Background: an optimization exercise with open tools, aiming at small area, a short achievable clock period and few clock cycles per item. Do not read the settings as production practice. In this exercise RTL edits were held to simulation tests only and were not proved equivalent to the original. No activity file was given, so power comes from the tool's default toggle rates.

## design/flow/config.mk

```make
export PLATFORM = sky130hd
export DESIGN_NAME = decode_pipe_top
export DESIGN_NICKNAME = decode_pipe_top
export VERILOG_FILES = /design/flow/design.v
export SDC_FILE = /design/flow/constraint.sdc
export NUM_CORES = 4
export LEC_CHECK = 0
export CAP_MARGIN = 20
export CORE_MARGIN = 2
export CORE_UTILIZATION = 40
export SLEW_MARGIN = 20
```

## design/flow/constraint.sdc

```tcl
create_clock -name core_clock -period 5.5 [get_ports {clk}]
set_input_delay 1.1000 -clock core_clock [delete_from_list [all_inputs] [get_ports {clk}]]
set_output_delay 1.1000 -clock core_clock [all_outputs]
set_load 0.01 [all_outputs]
```

## design/flow/design.v

```verilog
`default_nettype none
package taurus_decode_pkg;
    localparam int xlen = 64;
    typedef enum logic [2:0] {
        fmt_r       = 3'd0,
        fmt_i       = 3'd1,
        fmt_s       = 3'd2,
        fmt_b       = 3'd3,
        fmt_u       = 3'd4,
        fmt_j       = 3'd5,
        fmt_illegal = 3'd6
    } inst_fmt_e;
    localparam logic [6:0] op_lui       = 7'b0110111;
    localparam logic [6:0] op_auipc     = 7'b0010111;
    localparam logic [6:0] op_jal       = 7'b1101111;
    localparam logic [6:0] op_jalr      = 7'b1100111;
    localparam logic [6:0] op_branch    = 7'b1100011;
    localparam logic [6:0] op_load      = 7'b0000011;
    localparam logic [6:0] op_store     = 7'b0100011;
    localparam logic [6:0] op_op_imm    = 7'b0010011;
    localparam logic [6:0] op_op        = 7'b0110011;
    localparam logic [6:0] op_op_imm_32 = 7'b0011011;
    localparam logic [6:0] op_op_32     = 7'b0111011;
    localparam logic [6:0] op_system    = 7'b1110011;
    localparam logic [2:0] cls_r     = 3'd0;
    localparam logic [2:0] cls_i     = 3'd1;
    localparam logic [2:0] cls_s     = 3'd2;
    localparam logic [2:0] cls_b     = 3'd3;
    localparam logic [2:0] cls_lui   = 3'd4;
    localparam logic [2:0] cls_j     = 3'd5;
    localparam logic [2:0] cls_ill   = 3'd6;
    localparam logic [2:0] cls_auipc = 3'd7;
    localparam int entry_w = xlen + 25 + 3;
endpackage
`default_nettype wire
`timescale 1ns/1ps
`default_nettype none
module common_bypass_buffer #(
    parameter int width = 1
) (
    input  wire      clk,
    input  wire      reset,
    input  wire [width-1:0] prev_data,
    input  wire      prev_valid,
    output logic     prev_ready,
    output logic [width-1:0] next_data,
    output logic     next_valid,
    input  wire      next_ready
);
    logic [width-1:0] main_q, skid_q;
    logic             main_v, skid_v;
    assign prev_ready = !skid_v;
    assign next_valid = main_v;
    assign next_data  = main_q;
    always_ff @(posedge clk) begin
        if (!skid_v) begin
            skid_q <= prev_data;
        end
    end
    always_ff @(posedge clk) begin
        if (!main_v || next_ready) begin
            main_q <= skid_v ? skid_q : prev_data;
        end
    end
    always_ff @(posedge clk) begin
        if (reset) begin
            main_v <= 1'b0;
            skid_v <= 1'b0;
        end else begin
            if (!main_v || next_ready) begin
                main_v <= skid_v || prev_valid;
                skid_v <= 1'b0;
            end else if (!skid_v) begin
                skid_v <= prev_valid;
            end
        end
    end
endmodule
`default_nettype wire
`timescale 1ns/1ps
`default_nettype none
module decode_stage (
    input  wire  [31:0] in_inst,
    output logic [2:0]  out_cls
);
    always_comb begin
        case (in_inst[6:0])
            taurus_decode_pkg::op_op, taurus_decode_pkg::op_op_32:
                out_cls = taurus_decode_pkg::cls_r;
            taurus_decode_pkg::op_op_imm, taurus_decode_pkg::op_op_imm_32, taurus_decode_pkg::op_load,
            taurus_decode_pkg::op_jalr, taurus_decode_pkg::op_system:
                out_cls = taurus_decode_pkg::cls_i;
            taurus_decode_pkg::op_store:  out_cls = taurus_decode_pkg::cls_s;
            taurus_decode_pkg::op_branch: out_cls = taurus_decode_pkg::cls_b;
            taurus_decode_pkg::op_lui:    out_cls = taurus_decode_pkg::cls_lui;
            taurus_decode_pkg::op_auipc:  out_cls = taurus_decode_pkg::cls_auipc;
            taurus_decode_pkg::op_jal:    out_cls = taurus_decode_pkg::cls_j;
            default:                      out_cls = taurus_decode_pkg::cls_ill;
        endcase
    end
endmodule
`default_nettype wire
`timescale 1ns/1ps
`default_nettype none
module imm_gen_stage (
    input  wire  [2:0]  in_cls,
    input  wire  [31:7] inst,
    output taurus_decode_pkg::inst_fmt_e out_fmt,
    output logic [4:0]  out_rd,
    output logic [taurus_decode_pkg::xlen-1:0] out_imm
);
    always_comb begin
        case (in_cls)
            taurus_decode_pkg::cls_r:     out_fmt = taurus_decode_pkg::fmt_r;
            taurus_decode_pkg::cls_i:     out_fmt = taurus_decode_pkg::fmt_i;
            taurus_decode_pkg::cls_s:     out_fmt = taurus_decode_pkg::fmt_s;
            taurus_decode_pkg::cls_b:     out_fmt = taurus_decode_pkg::fmt_b;
            taurus_decode_pkg::cls_lui,
            taurus_decode_pkg::cls_auipc: out_fmt = taurus_decode_pkg::fmt_u;
            taurus_decode_pkg::cls_j:     out_fmt = taurus_decode_pkg::fmt_j;
            default:                      out_fmt = taurus_decode_pkg::fmt_illegal;
        endcase
    end
    assign out_rd = (in_cls == taurus_decode_pkg::cls_s || in_cls == taurus_decode_pkg::cls_b)
                    ? 5'd0 : inst[11:7];
    always_comb begin
        case (in_cls)
            taurus_decode_pkg::cls_i:   out_imm = {{52{inst[31]}}, inst[31:20]};
            taurus_decode_pkg::cls_s:   out_imm = {{52{inst[31]}}, inst[31:25], inst[11:7]};
            taurus_decode_pkg::cls_b:   out_imm = {{51{inst[31]}}, inst[31], inst[7],
                                                   inst[30:25], inst[11:8], 1'b0};
            taurus_decode_pkg::cls_lui,
            taurus_decode_pkg::cls_auipc: out_imm = {{32{inst[31]}}, inst[31:12], 12'd0};
            taurus_decode_pkg::cls_j:   out_imm = {{43{inst[31]}}, inst[31], inst[19:12],
                                                   inst[20], inst[30:21], 1'b0};
            default:                    out_imm = '0;
        endcase
    end
endmodule
`default_nettype wire
`timescale 1ns/1ps
`default_nettype none
module target_calc_stage (
    input  wire  [2:0]  in_cls,
    input  wire  [taurus_decode_pkg::xlen-1:0] in_pc,
    input  wire  [taurus_decode_pkg::xlen-1:0] in_imm,
    output logic [taurus_decode_pkg::xlen-1:0] out_target
);
    always_comb begin
        case (in_cls)
            taurus_decode_pkg::cls_b, taurus_decode_pkg::cls_j, taurus_decode_pkg::cls_auipc:
                out_target = in_pc + in_imm;
            taurus_decode_pkg::cls_lui:
                out_target = in_imm;
            default:
                out_target = in_pc + 64'd4;
        endcase
    end
endmodule
`default_nettype wire
`timescale 1ns/1ps
`default_nettype none
module decode_pipe_top (
    input  wire             clk,
    input  wire             reset,
    input  wire             in_valid,
    output logic            in_ready,
    input  wire [taurus_decode_pkg::xlen-1:0]  in_pc,
    input  wire [31:0]      in_inst,
    output logic            out_valid,
    input  wire             out_ready,
    output logic [taurus_decode_pkg::xlen-1:0] out_pc,
    output taurus_decode_pkg::inst_fmt_e       out_fmt,
    output logic [4:0]      out_rd,
    output logic [taurus_decode_pkg::xlen-1:0] out_imm,
    output logic [taurus_decode_pkg::xlen-1:0] out_target
);
    logic [2:0]  in_cls, q_cls;
    logic [31:7] q_inst;
    decode_stage u_decode (
        .in_inst (in_inst),
        .out_cls (in_cls)
    );
    common_bypass_buffer #(
        .width (taurus_decode_pkg::entry_w)
    ) u_buffer (
        .clk        (clk),
        .reset      (reset),
        .prev_data  ({in_pc, in_inst[31:7], in_cls}),
        .prev_valid (in_valid),
        .prev_ready (in_ready),
        .next_data  ({out_pc, q_inst, q_cls}),
        .next_valid (out_valid),
        .next_ready (out_ready)
    );
    imm_gen_stage u_imm_gen (
        .in_cls  (q_cls),
        .inst    (q_inst),
        .out_fmt (out_fmt),
        .out_rd  (out_rd),
        .out_imm (out_imm)
    );
    target_calc_stage u_target_calc (
        .in_cls     (q_cls),
        .in_pc      (out_pc),
        .in_imm     (out_imm),
        .out_target (out_target)
    );
endmodule
`default_nettype wire
```

## design/flow/run.sh

```bash
#!/bin/bash
# synth_recipe.tcl (not shown) runs the flow's synth.tcl, then flattens the netlist and writes it again
# the make line also repeats each setting of config.mk as NAME=value (left out here)
make -C /OpenROAD-flow-scripts/flow DESIGN_CONFIG=/design/flow/config.mk WORK_HOME=/design/flow/orfs CLKGATE_MAP_FILE= SYNTH_SCRIPT=/design/flow/synth_recipe.tcl finish
```

==> summary.txt <==
-- final timing paths --
path / endpoint / slack [ps] / cells after the start
max: out_target[52] / -210 / 22
max reg2reg: u_buffer.main_q[61] / 3270 / 2
min: u_buffer.skid_q[87] / 470 / 1
min reg2reg: u_buffer.skid_q[87] / 470 / 1
-- area by class of cell --
type	instances	area share, %
Clock inverter	14	0.759
Sequential cell	186	23.1
Tap cell	448	2.79
Timing Repair Buffer	585	25.6
Inverter	38	0.710
Clock buffer	18	2.14
Multi-Input combinational cell	1151	44.8
-- routing by layer --
layer / wire length [µm] / global-route usage [%] / vias to the layer above
li1: - / - / 6491
met1: 24800 / 42.1 / 6696
met4: 1240 / 8.65 / 0
met3: 4100 / 4.75 / 71
met5: 0 / 0 / -
met2: 22400 / 41.8 / 599
-- cell usage in the layout, fill, tap and decap left out, types with 44 or more instances in the layout --
cell type	count
nor2_1	90
clkdlybuf4s50_1	253
xnor2_1	71
nand2_1	118
mux2_2	90
edfxtp_1	92
dfxtp_1	93
xor2_1	44
buf_4	257
nand3_1	49
a21oi_1	72
-- critical path, cell delays in order, from the launching register on --
cell and delay, ps:
edfxtp_1 420, buf_6 150, buf_6 120, nor2b_4 130
a2bb2oi_2 150, nor2_2 60, ha_2 210, ha_4 160
inv_2 40, o211ai_2 80, maj3_2 370, a21oi_4 200
o221ai_2 140, a41o_1 270, a41oi_2 260, buf_4 170
o21ai_4 60, a2111o_1 440, o21ai_2 100, buf_6 120
xnor2_2 50, a221o_1 310, buf_2 150
-- power by group --
| part | internal, mW | switching [mW] | leakage, nW | total [mW] |
|---|---|---|---|---|
| registers | 1.56 | 0.115 | 1.74 | 1.68 |
| clock network | 0.645 | 0.602 | 0.287 | 1.25 |
| logic | 0.943 | 0.972 | 6.07 | 1.91 |
-- what timing repair did --
action,CTS,global route
gates resized for setup,166,176
setup buffers,26,37
endpoints found under the hold margin,0,0
cloned,0,1
hold buffers,0,0
endpoints found under the setup margin,48,48
pin swaps,46,69
-- registers in the layout, indices dropped and copies added, names as in the netlist --
name / cells
u_buffer.main_q: 92
u_buffer.skid_v: 1
u_buffer.skid_q: 92
u_buffer.main_v: 1
-- stage by stage --
stage          area, µm²  std cells  power (mW)  hold slack, ps
2_1_floorplan      13600       1507        2.58             446
3_3_place_gp       18200       2347        3.43             451
3_5_place_dp       18200       2347        3.44             458
4_1_cts            19300       2404        4.73             475
5_1_grt            20100       2440        5.05             487
6_report           20100       2440        4.84             473
-- logic make-up after synthesis --
family | count (synthesis)
compound gates | 399
xor+xnor | 129
fa+ha+maj | 58
buf+inv | 170
flops | 186
mux | 95
simple gates | 470
==> impl_metrics.tcl <==
set metrics [dict create \
    setup_ws_ps -206 \
    path_class "flop to output port" \
    yosys.area.top_type_share_pct 20.3 \
    violatedChecks "negative setup slack" \
    cts_root_buf "clkbuf_16" \
    yosys_warnings 4 \
    critPathLaunchType "flop" \
    grt_max_degree 54 \
    synth-seq-cells 186 \
    synth_area_um2 13600 \
    post-place-ws_ps -92.0 \
    synth_cell_types 104 \
    start_util_pct 40.6 \
    crit_path_end_kind "output port" \
    pin_count 302 \
    clk_latency_ps 460 \
    syn_nets 1645 \
    grt.total_usage_pct 28.3 \
    multi_input_area_um2 9010 \
    synth_top_family_by_area "compound AO/OA/AOI/OAI gates" \
    hold_viol_final 0 \
    yosys.area_share.simple_pct 17.6 \
    syn_to_final_growth_pct 47.8 \
    r2r-start "u_buffer.skid_v" \
    startpoint "u_buffer.main_q[1]" \
    final_util_pct 59.9 \
    synth_fa_ha_area_share_pct 5.01 \
    dp_hpwl_um 39700 \
    clk_pin_slew_worst_paths_ps 70 \
    synth_cells 1507 \
    rsz0062_at_grt "true" \
    synth.most_common_cell "nand2_1" \
    drtIter0Drc 1229 \
    antenna_cells 0 \
    fin_crit_ps 5710 \
    fin_nets 2117 \
    post-route-drc-count 0 \
    portBuffers 301 \
    wl_per_cell_um 21.5 \
    power.density_nw_per_um2 241 \
    drt-total-wl_um 52600 \
    syn_avg_cell_area_um2 9.02 \
    drtAntennaViolNets 0 \
    leakage_nw 8.10 \
    hold_path.startpoint "u_buffer.skid_q[87]" \
    grt_pass1_vias 12992 \
    drt_first_pass_iters 6 \
    antenna_found_initial 0 \
    synth-async-reset-ratio_pct 0 \
    row_count 67 \
    fin_tns_setup_ps -666 \
    gr-total-overflow 0 \
    synthMuxAreaShare_pct 7.82 \
    outcome "finished with violations" \
    clk_path_buf_depth 2 \
    grt_pass1_wl_um 77200 \
    vias 13857 \
    synth_top_area_cell "edfxtp_1" \
    register_area_um2 4650 \
    cts_buffers 17 \
    yosys_most_used_dff "dfxtp_1" \
    fp.dieH_um 188 \
    worstPathMaxFanout 5 \
    synth_xor_area_share_pct 8.42 \
    seq_area_frac_synth_pct 34.2 \
    place_congestion 0.964 \
    min_period_over_period_pct 104 \
    viasPerCell 5.68 \
    ir_drop_mv 0.231 \
    synth-edff-count 92 \
    h-tree-depth 4 \
    slew_headroom_pct 46.2 \
    die_w_um 188 \
    cts_tree "built" \
    yosys-top-cells-count "nand2_1 (125), a21oi_1 (100), nor2_1 (96)" \
    synthTopCellsByArea "edfxtp_1 (20%), dfxtp_1 (14%), mux2_2 (7.5%), xnor2_1 (5.0%), a21oi_1 (3.7%)" \
    hold_path.class "flop to flop" \
    critical_path_required_ps 4400 \
    fillers 3021 \
    fin_skew_ps 9.14 \
    cts_sinks 186 \
    drive_gt1_share_pct 31.9 \
    setup_violations 7 \
    worstMarginPinSlew_ps 808 \
    critical_path_arrival_ps 4610 \
    slew_violations 0 \
    max_freq_mhz 175 \
    die_area_um2 35500 \
    synth_compound_area_share_pct 21.0 \
    maxCapViolations 0 \
    core_um2 33500 \
]
Testbench counts, summed over its fixed seeds: cycles 9,165, items 8,000.

afterwards: timing with drivers on the ports:
Ports are ideal in the flow. The routed layout listed here was re-timed in OpenROAD.
Step 1 (the two cells are an assumption about what drives the block):
set clk [get_ports {clk}]
set_driving_cell -lib_cell sky130_fd_sc_hd__clkbuf_16 $clk
set_driving_cell -lib_cell sky130_fd_sc_hd__buf_2 [delete_from_list [all_inputs] $clk]
Step 2 moves the port delays by t, midway between the first and last clock arrival at a register: inputs arrive t later, outputs are due t later. That takes back most of the time a late clock gives input paths.
Slacks: no drivers / after step 1 / after step 2; pairs: no drivers / after step 1.
t, ns: 0.504
setup WS [ns]: -0.206 / -0.257 / 0.247
clock arrival spread, ns: 0.013 / 0.013
For this run, drivers alone change the setup slack by -0.051 ns; drivers and shift together by +0.453 ns.
